Background: an optimization exercise with open tools, aiming at small area, a short achievable clock period and few clock cycles per item. Do not read the settings as production practice. At most, simulation tests tie the RTL to the original design; equivalence was not proved. Power figures rest on the tool's default switching activity, not on a simulated workload.

Design sync_nbank_fifo, start of the top module:
module sync_nbank_fifo #(
    parameter int DATA_WIDTH = 8,
    parameter int FIFO_DEPTH = 256,
    parameter int NUM_BANKS  = 2,
    parameter int AF_MARGIN  = 4,
    parameter int AE_MARGIN  = 4
) (
    input  logic                          clk,
    input  logic                          rstn,
    input  logic [DATA_WIDTH-1:0]         in_data,
    input  logic                          in_valid,
    output logic                          in_ready,
    output logic [DATA_WIDTH-1:0]         out_data,
    output logic                          out_valid,
    input  logic                          out_ready,
    input  logic                          clear,
    output logic [$clog2(FIFO_DEPTH):0]   count
);
For scale: about 59000 µm² of cells after synthesis.
==> module sync_nbank_fifo, before the edit <==
module sync_nbank_fifo #(
    parameter int DATA_WIDTH = 8,
    parameter int FIFO_DEPTH = 256,
    parameter int NUM_BANKS  = 2,
    parameter int AF_MARGIN  = 4,
    parameter int AE_MARGIN  = 4
) (
    input  logic                          clk,
    input  logic                          rstn,
    input  logic [DATA_WIDTH-1:0]         in_data,
    input  logic                          in_valid,
    output logic                          in_ready,
    output logic [DATA_WIDTH-1:0]         out_data,
    output logic                          out_valid,
    input  logic                          out_ready,
    input  logic                          clear,
    output logic [$clog2(FIFO_DEPTH):0]   count
);
    localparam int DW = DATA_WIDTH;
    localparam int NR = sync_nbank_fifo_pkg::NUM_RINGS;    
    localparam int RL = sync_nbank_fifo_pkg::RING_LEN;     
    localparam int CW = $clog2(FIFO_DEPTH) + 1;            
    if (FIFO_DEPTH != NR * (RL + 2) || NR != 16) begin : g_bad_cfg
        $error("sync_nbank_fifo: unsupported parameter set");
    end
    logic [3:0]    wring;
    logic [3:0]    wdist;
    logic [3:0]    rring;
    logic [3:0]    rdist;
    logic [NR-1:0] ov;           
    logic [NR-1:0] sv;           
    logic          in_ready_q;
    logic          out_valid_q;
    logic [DW-1:0] out_q;        
    logic [NR*DW-1:0] onext;     
    logic [NR-1:0]    ov_hold;   
    logic             bypass;    
    logic          wr_fire;
    logic          out_fire;
    logic [NR-1:0] orow;         
    logic [NR-1:0] srow;         
    logic [NR-1:0] ov_next;
    logic [NR-1:0] sv_next;
    logic [3:0]    rring_p1;
    logic [3:0]    wring_p1;
    logic [3:0]    rring_next;
    logic [3:0]    wring_next;
    function automatic logic [3:0] seq_dec(input logic [3:0] s);
        seq_dec = (s == 4'd0) ? 4'(RL - 1) : s - 4'd1;
    endfunction
    assign in_ready  = in_ready_q;
    assign out_valid = out_valid_q;
    assign out_data  = out_q;
    assign wr_fire  = in_valid && in_ready_q && !clear;
    assign out_fire = out_valid_q && out_ready && !clear;
    for (genvar r = 0; r < NR; r++) begin : g_ring
        logic [DW*RL-1:0] ring;      
        logic [DW-1:0]    s_q;
        logic [DW-1:0]    o_q;
        logic [3:0]       lc;        
        logic             inc;       
        logic             dec;
        logic [DW-1:0]    tap;
        logic [DW-1:0]    tmux;      
        logic [DW-1:0]    o_d;
        logic             rz;        
        logic             rf;        
        logic             o_from_s;
        logic             o_from_t;
        logic             flush;
        logic             consume;
        logic             wr_here;
        assign tap  = ring[(RL-1)*DW +: DW];
        assign o_from_s = !ov[r] && rz && sv[r];
        assign o_from_t = !ov[r] && !rz && orow[r];
        assign flush    = sv[r] && srow[r] && !o_from_s && !(rf && ov[r]);
        assign consume  = out_fire && (rring == 4'(r));
        assign wr_here  = wr_fire && (wring == 4'(r));
        assign ov_hold[r] = ov[r] || o_from_s || o_from_t;
        always_comb begin
            if (ov[r] || o_from_s) ov_next[r] = !consume;
            else                    ov_next[r] = o_from_t;
            if (sv[r])  sv_next[r] = !(flush || o_from_s);
            else        sv_next[r] = wr_here;
        end
        assign inc = flush && !o_from_t;
        assign dec = o_from_t && !flush;
        always_ff @(posedge clk or negedge rstn) begin
            if (!rstn) begin
                lc <= '0;
                rz <= 1'b1;
                rf <= 1'b0;
            end else if (clear) begin
                lc <= '0;
                rz <= 1'b1;
                rf <= 1'b0;
            end else if (inc) begin
                lc <= lc + 4'd1;
                rz <= 1'b0;
                rf <= (lc == 4'(RL - 1));
            end else if (dec) begin
                lc <= lc - 4'd1;
                rz <= (lc == 4'd1);
                rf <= 1'b0;
            end
        end
        assign tmux = flush ? s_q : tap;
        assign o_d  = ov[r] ? o_q : (rz ? s_q : tap);
        assign onext[r*DW +: DW] = o_d;
        always_ff @(posedge clk) begin
            ring[DW-1:0]     <= tmux;
            ring[DW*RL-1:DW] <= ring[DW*(RL-1)-1:0];
            if (!sv[r]) s_q <= in_data;
            o_q <= o_d;
        end
    end
    assign rring_p1   = rring + 4'd1;
    assign wring_p1   = wring + 4'd1;
    assign rring_next = out_fire ? rring_p1 : rring;
    logic rd_raw;
    logic byp_raw;
    assign rd_raw  = out_valid_q && out_ready;
    assign byp_raw = in_valid && in_ready_q && (count == '0 || (count == CW'(1) && rd_raw));
    assign wring_next = wr_fire ? wring_p1 : wring;
    assign bypass = wr_fire && (count == '0 || (count == CW'(1) && out_fire));
    logic [NR-1:0] orow_nr;      
    logic [NR-1:0] orow_r;
    logic [NR-1:0] srow_nw;      
    logic [NR-1:0] srow_w;
    for (genvar r = 0; r < NR; r++) begin : g_row
        assign orow_nr[r] = (4'(r) >= rring) ? (rdist == 4'd1) : (rdist == 4'd0);
        assign orow_r[r]  = (4'(r) > rring)  ? (rdist == 4'd1) : (rdist == 4'd0);
        assign srow_nw[r] = (4'(r) < wring)  ? (wdist == 4'd1) : (wdist == 4'd2);
        assign srow_w[r]  = (4'(r) <= wring) ? (wdist == 4'd1) : (wdist == 4'd2);
    end
    always_ff @(posedge clk or negedge rstn) begin
        if (!rstn) begin
            orow <= '1;
            srow <= '0;
        end else if (clear) begin
            orow <= '1;
            srow <= '0;
        end else begin
            orow <= out_fire ? orow_r : orow_nr;
            srow <= wr_fire ? srow_w : srow_nw;
        end
    end
    always_ff @(posedge clk or negedge rstn) begin
        if (!rstn) begin
            wring       <= '0;
            wdist       <= '0;
            rring       <= '0;
            rdist       <= '0;
            count       <= '0;
            ov          <= '0;
            sv          <= '0;
            in_ready_q  <= 1'b0;
            out_valid_q <= 1'b0;
        end else if (clear) begin
            wring       <= '0;
            wdist       <= '0;
            rring       <= '0;
            rdist       <= '0;
            count       <= '0;
            ov          <= '0;
            sv          <= '0;
            in_ready_q  <= 1'b1;
            out_valid_q <= 1'b0;
        end else begin
            wring <= wring_next;
            if (!(wr_fire && wring == 4'd15)) wdist <= seq_dec(wdist);
            rring <= rring_next;
            if (!(out_fire && rring == 4'd15)) rdist <= seq_dec(rdist);
            case ({wr_fire, out_fire})
                2'b10:   count <= count + CW'(1);
                2'b01:   count <= count - CW'(1);
                default: ;
            endcase
            ov <= ov_next;
            sv <= sv_next;
            in_ready_q <= wr_fire ? (!sv[wring_p1] && count != CW'(FIFO_DEPTH - 1))
                                  : (!sv[wring] && count != CW'(FIFO_DEPTH));
            out_valid_q <= bypass || (out_fire ? ov_hold[rring_p1] : ov_hold[rring]);
        end
    end
    always_ff @(posedge clk) begin
        out_q <= byp_raw ? in_data : onext[(rd_raw ? rring_p1 : rring)*DW +: DW];
    end
endmodule
export LEC_CHECK = 0
export ABC_CLOCK_PERIOD_IN_PS = 2500
export CAP_MARGIN = 20
export CORE_MARGIN = 2
export CORE_UTILIZATION = 55
export CTS_CLUSTER_DIAMETER = 90
export CTS_CLUSTER_SIZE = 26
export PLACE_DENSITY = 0.65
export SETUP_SLACK_MARGIN = 4.0
export SLEW_MARGIN = 20
create_clock -name core_clock -period 6.5 [get_ports {clk}]
standard.sh (not shown) runs the stock make flow with config.mk's settings and CLKGATE_MAP_FILE= SYNTH_SCRIPT=/design/flow/synth_recipe.tcl, a recipe that flattens the netlist after the stock synthesis.
==> flow/flow/run.sh <==
#!/bin/bash
# Layout flow: the standard flow (the standard.sh, all ORFS steps from
# its unchanged synthesis to the final layout) with one change: the port
# buffers that ORFS puts on every input and output are sky130_fd_sc_hd__buf_4
# cells instead of the delay cell buffer_ports picks by default.
set -o pipefail
export BUFFER_PORTS_ARGS="-buffer_cell sky130_fd_sc_hd__buf_4"
bash standard.sh > standard.log 2>&1
Testbench counts at the start, summed over its fixed seeds: cycles 12,164, items 11,200.
==> next run, changes <==
--- a/flow/design.v
+++ b/flow/design.v
@@ -59,56 +59,46 @@
     assign out_fire = out_valid_q && out_ready && !clear;
     for (genvar r = 0; r < NR; r++) begin : g_ring
         logic [DW*RL-1:0] ring;      
         logic [DW-1:0]    s_q;
         logic [DW-1:0]    o_q;
         logic [3:0]       lc;        
-        logic             inc;       
-        logic             dec;
         logic [DW-1:0]    tap;
         logic [DW-1:0]    tmux;      
         logic [DW-1:0]    o_d;
         logic             rz;        
         logic             rf;        
         logic             o_from_s;
         logic             o_from_t;
         logic             flush;
         logic             consume;
         logic             wr_here;
         assign tap  = ring[(RL-1)*DW +: DW];
+        assign rz   = (lc == 4'd0);
+        assign rf   = (lc == 4'(RL));
         assign o_from_s = !ov[r] && rz && sv[r];
         assign o_from_t = !ov[r] && !rz && orow[r];
         assign flush    = sv[r] && srow[r] && !o_from_s && !(rf && ov[r]);
         assign consume  = out_fire && (rring == 4'(r));
         assign wr_here  = wr_fire && (wring == 4'(r));
         assign ov_hold[r] = ov[r] || o_from_s || o_from_t;
         always_comb begin
             if (ov[r] || o_from_s) ov_next[r] = !consume;
             else                    ov_next[r] = o_from_t;
             if (sv[r])  sv_next[r] = !(flush || o_from_s);
             else        sv_next[r] = wr_here;
         end
-        assign inc = flush && !o_from_t;
-        assign dec = o_from_t && !flush;
         always_ff @(posedge clk or negedge rstn) begin
             if (!rstn) begin
                 lc <= '0;
-                rz <= 1'b1;
-                rf <= 1'b0;
             end else if (clear) begin
                 lc <= '0;
-                rz <= 1'b1;
-                rf <= 1'b0;
-            end else if (inc) begin
+            end else if (flush && !o_from_t) begin
                 lc <= lc + 4'd1;
-                rz <= 1'b0;
-                rf <= (lc == 4'(RL - 1));
-            end else if (dec) begin
+            end else if (o_from_t && !flush) begin
                 lc <= lc - 4'd1;
-                rz <= (lc == 4'd1);
-                rf <= 1'b0;
             end
         end
         assign tmux = flush ? s_q : tap;
         assign o_d  = ov[r] ? o_q : (rz ? s_q : tap);
         assign onext[r*DW +: DW] = o_d;
         always_ff @(posedge clk) begin
@@ -118,16 +108,12 @@
             o_q <= o_d;
         end
     end
     assign rring_p1   = rring + 4'd1;
     assign wring_p1   = wring + 4'd1;
     assign rring_next = out_fire ? rring_p1 : rring;
-    logic rd_raw;
-    logic byp_raw;
-    assign rd_raw  = out_valid_q && out_ready;
-    assign byp_raw = in_valid && in_ready_q && (count == '0 || (count == CW'(1) && rd_raw));
     assign wring_next = wr_fire ? wring_p1 : wring;
     assign bypass = wr_fire && (count == '0 || (count == CW'(1) && out_fire));
     logic [NR-1:0] orow_nr;      
     logic [NR-1:0] orow_r;
     logic [NR-1:0] srow_nw;      
     logic [NR-1:0] srow_w;
@@ -185,9 +171,9 @@
             in_ready_q <= wr_fire ? (!sv[wring_p1] && count != CW'(FIFO_DEPTH - 1))
                                   : (!sv[wring] && count != CW'(FIFO_DEPTH));
             out_valid_q <= bypass || (out_fire ? ov_hold[rring_p1] : ov_hold[rring]);
         end
     end
     always_ff @(posedge clk) begin
-        out_q <= byp_raw ? in_data : onext[(rd_raw ? rring_p1 : rring)*DW +: DW];
+        out_q <= bypass ? in_data : onext[rring_next*DW +: DW];
     end
 endmodule
Outcome: Setup slack gets worse by 0.027 ns. Via count hardly moves. Clock skew came out higher by 0.0037 ns. Core utilization came out higher by 2.3 points. Design area came out higher by a few percent. Count of clock-buffer cells in the layout came out lower by 7. Final cell count came out higher slightly. Power came out higher by a quarter to a third.
For the second run of this note, only the layout was checked, not whether the RTL still works.

re-timing with driven ports:
The flow's constraints put no driver on any port. The routed layouts listed below were extracted and timed again, unchanged, in two steps.
Step 1, drivers: a clkbuf_16 drives clk and a buf_2 each remaining input, both assumed.
Step 2 times the ports against the registers' clock, not the clock port: input delays grow and output delays shrink by t, the midpoint of the rising clock arrivals with the driver on.
Slacks: ideal / step 1 / step 2; pairs: ideal / step 1.
run	t (ns)	setup slack, ns	latest minus earliest clock arrival (ns)
the first run	0.774	3.859 / 3.793 / 3.071	0.054 / 0.054
the second run	0.776	3.833 / 3.791 / 3.016	0.051 / 0.051
After both steps every run listed still meets setup and hold. The setup slack of the second run, which loses most, moves by -0.042 ns with the drivers and by -0.817 ns with both steps.
